This is an optimization exercise on Yosys and OpenROAD, whose aim is small area, a short achievable clock period and few clock cycles, not a production implementation. Only simulation tests tie the RTL to the original design; equivalence was not proved. Power is estimated from default activity; no workload was simulated.

==> delta <==
==> flow/design.v (excerpt) <==
module matrix3_add_mul_commutator_top (
  input  logic                     clk,
  input  logic                     rst,
  input  logic                     cfg_we,
  input  logic [m3c_pkg::OP_W-1:0] cfg_wdata,
  input  logic                     cmd_valid,
  output logic                     cmd_stall,
  input  m3c_pkg::cmd_word_t       cmd_data,
  output logic                     res_valid,
  input  logic                     res_stall,
  output m3c_pkg::res_word_t       res_data
);
Settings: LEC_CHECK=0, ABC_CLOCK_PERIOD_IN_PS=3500, CAP_MARGIN=20, CORE_MARGIN=2, CORE_UTILIZATION=40, SLEW_MARGIN=20; clock period 9.0 ns.
run.sh (not shown) runs the stock make flow with config.mk's settings and CLKGATE_MAP_FILE= SYNTH_SCRIPT=/design/flow/synth_recipe.tcl, a recipe that flattens the netlist after the stock synthesis.
==> inputs of sierra, as changes to delta <==
--- a/flow/config.mk
+++ b/flow/config.mk
@@ -7,6 +7,7 @@
 export LEC_CHECK = 0
 export ABC_CLOCK_PERIOD_IN_PS = 3500
 export CAP_MARGIN = 20
 export CORE_MARGIN = 2
 export CORE_UTILIZATION = 40
+export SETUP_SLACK_MARGIN = 5
 export SLEW_MARGIN = 20
==> inputs of zinc, as changes to delta <==
--- a/flow/design.v
+++ b/flow/design.v
@@ -1131,46 +1131,52 @@
     else last_use = (x == 2'd2) ? 4'd8 : col_end;
   endfunction
   logic        ib_valid;
   logic [1:0]  ib_kind, ib_row, ib_col;
   logic [31:0] ib_val;
-  logic is_load_ib, is_comp_ib;
+  logic is_load_ib, is_comp_ib, is_drop_ib;
   assign is_comp_ib = (ib_kind == 2'd2);
   assign is_load_ib = !ib_kind[1] && (ib_row != 2'd3) && (ib_col != 2'd3);
-  logic ib_go, consume, start, seq_free;
-  assign consume = ib_go;
-  assign start = ib_go && is_comp_ib;
+  assign is_drop_ib = !is_comp_ib && !is_load_ib;
+  logic haz_ib, load_ok, comp_ok, consume, start, seq_free;
+  assign haz_ib = act && (cur <= last_use(ib_kind[0], ib_row, ib_col, op_ew, op_ab, op_ba));
+  assign load_ok = is_load_ib && (ib_col == ph) && !haz_ib;
+  assign comp_ok = is_comp_ib && seq_free;
+  assign consume = ib_valid && (is_drop_ib || load_ok || comp_ok);
+  assign start = ib_valid && comp_ok;
   logic acc_new;
   assign acc_new = cmd_valid && !cmd_stall;
-  logic comp_next;
-  logic [63:0] predv;
-  assign comp_next = !start && seq_free;
+  logic [17:0] okv;
   always_comb begin
-    for (int kd = 0; kd < 4; kd++)
-      for (int r = 0; r < 4; r++)
-        for (int c = 0; c < 4; c++) begin
-          if (kd == 2) predv[kd*16 + r*4 + c] = comp_next;
-          else if (kd == 3 || r == 3 || c == 3) predv[kd*16 + r*4 + c] = 1'b1;
-          else predv[kd*16 + r*4 + c] = (ph_next == 2'(c)) && !start &&
-              !(act && (cur <= last_use(1'(kd), 2'(r), 2'(c), op_ew, op_ab, op_ba)));
-        end
+    for (int m = 0; m < 2; m++)
+      for (int r = 0; r < 3; r++)
+        for (int c = 0; c < 3; c++)
+          okv[m*9 + r*3 + c] = (ph_next == 2'(c)) && !start &&
+              !(act && (cur <= last_use(1'(m), 2'(r), 2'(c), op_ew, op_ab, op_ba)));
   end
-  logic pred_new, pred_old, ib_keep, w_valid, w_pred;
-  assign pred_new = predv[{cmd_data.kind, cmd_data.row, cmd_data.col}];
-  assign pred_old = predv[{ib_kind, ib_row, ib_col}];
+  function automatic logic pred_word(input logic [1:0] kind, input logic [1:0] row,
+                                     input logic [1:0] col, input logic [17:0] ok,
+                                     input logic comp_free);
+    logic [4:0] idx;
+    if (kind == 2'd2) pred_word = comp_free;
+    else if (kind[1] || (row == 2'd3) || (col == 2'd3)) pred_word = 1'b1;
+    else begin
+      idx = {3'b000, kind[0]} * 5'd9 + {3'b000, row} * 5'd3 + {3'b000, col};
+      pred_word = ok[idx];
+    end
+  endfunction
+  logic pred_new, pred_old, ib_keep;
+  assign pred_new = pred_word(cmd_data.kind, cmd_data.row, cmd_data.col, okv, !act && !start);
+  assign pred_old = pred_word(ib_kind, ib_row, ib_col, okv, !act && !start);
   assign ib_keep = ib_valid && !consume;
-  assign w_valid = acc_new || ib_keep;
-  assign w_pred = acc_new ? pred_new : pred_old;
   always_ff @(posedge clk) begin
     if (rst) begin
       ib_valid <= 1'b0;
-      ib_go <= 1'b0;
       cmd_stall <= 1'b0;
     end else begin
-      ib_valid <= w_valid;
-      ib_go <= w_valid && w_pred;
-      cmd_stall <= w_valid && !w_pred;
+      ib_valid <= acc_new || ib_keep;
+      cmd_stall <= acc_new ? !pred_new : (ib_keep && !pred_old);
     end
   end
   always_ff @(posedge clk) begin
     if (acc_new) begin
       ib_kind <= cmd_data.kind;
@@ -1182,12 +1188,12 @@
   logic [31:0] ra [0:8];
   logic [31:0] rb [0:8];
   logic [2:0]  wa, wb;
   always_comb begin
     for (int r = 0; r < 3; r++) begin
-      wa[r] = ib_go && is_load_ib && !ib_kind[0] && (ib_row == 2'(r));
-      wb[r] = ib_go && is_load_ib && ib_kind[0] && (ib_row == 2'(r));
+      wa[r] = ib_valid && load_ok && !ib_kind[0] && (ib_row == 2'(r));
+      wb[r] = ib_valid && load_ok && ib_kind[0] && (ib_row == 2'(r));
     end
   end
   always_ff @(posedge clk) begin
     for (int r = 0; r < 3; r++) begin
       ra[3*r] <= ra[3*r+1];
==> flow/config.mk (replaced) <==
export PLATFORM = sky130hd
export DESIGN_NAME = matrix3_add_mul_commutator_top
export DESIGN_NICKNAME = matrix3_add_mul_commutator_top
export VERILOG_FILES = /design/flow/design.v
export SDC_FILE = /design/flow/constraint.sdc
export NUM_CORES = 4
export LEC_CHECK = 0
export CAP_MARGIN = 20
export CORE_MARGIN = 2
export CORE_UTILIZATION = 40
export SLEW_MARGIN = 20
==> comparison <==
Clock power: sierra is larger than zinc (5.7%).
Synthesized cell count: sierra is smaller than zinc (about 2.7%).
The highest power belongs to sierra, the lowest to zinc.
Final area: zinc > sierra > delta.
The highest sequential share of layout area belongs to delta, the lowest to zinc.
Of sierra and zinc, sierra has the higher flip-flop and latch count (gap 1).
Critical path depth is the same in zinc and sierra.
==> figures <==
| metric | zinc | delta | sierra |
|---|---|---|---|
| Run status | finished clean | finished clean | finished clean |
| Width of the die | 337.1 µm | 333.1 µm | 333.1 µm |
| Final RePlAce weighted congestion | 0.8564 | 0.8840 | 0.8803 |
| Multi-input logic area | 21,320 µm² | 20,440 µm² | 20,520 µm² |
| Clock sink total | 987 | 988 | 988 |
| Syn avg cell area | 11.60 µm² | 11.64 µm² | 11.64 µm² |
| Sequential cells | 987 | 988 | 988 |
| Die Span Y | 337.1 µm | 333.1 µm | 333.1 µm |
| Count of filler cells inserted in the layout | 10,147 | 9,920 | 9,841 |
| Count of clock-net buffers in the final layout | 138 | 144 | 149 |
| Setup clock skew after layout | 46.39 ps | 70.28 ps | 42.06 ps |
| Clock group | 0.00419 W | 0.00424 W | 0.00443 W |
| Combinational logic power | 0.00126 W | 0.00135 W | 0.00137 W |
| Number of gates resized after cts | 0 | 0 | 89 |
| Flop+latch power | 0.00496 W | 0.00521 W | 0.00520 W |
Testbench counts of delta, summed over its fixed seeds: cycles 8,938.
Testbench counts of sierra, summed over its fixed seeds: cycles 8,938.
Testbench counts of zinc, summed over its fixed seeds: cycles 8,917.

port drivers added, routing unchanged:
No port has a modelled driver above. Below, the same layouts with a new extraction and two added sets of constraints. Step 1 assumes that a clkbuf_16 drives the clock port and a buf_2 every other input. Step 2 also shifts input and output timing later by t, the mid clock arrival at the registers, as if the neighbouring blocks saw the same clock. Three values: ideal, step 1, step 2; two values: the first two.
| run | shift t [ns] | slack for setup (ns) | worst setup path after step 2 | slew at the worst register clock pin (ns) | worst data-port slew with drivers (ns) |
|---|---|---|---|---|---|
| delta | 0.754 | 4.170 / 4.170 / 3.930 | input to register | 0.07 / 0.07 | 0.04 |
| sierra | 0.756 | 4.986 / 4.986 / 4.429 | input to register | 0.07 / 0.07 | 0.04 |
| zinc | 0.737 | 4.110 / 4.110 / 3.460 | input to register | 0.07 / 0.07 | 0.08 |
After both steps every run listed still meets setup and hold. The setup slack of zinc, which loses most, moves by 0.000 ns with the drivers and by -0.650 ns with both steps.
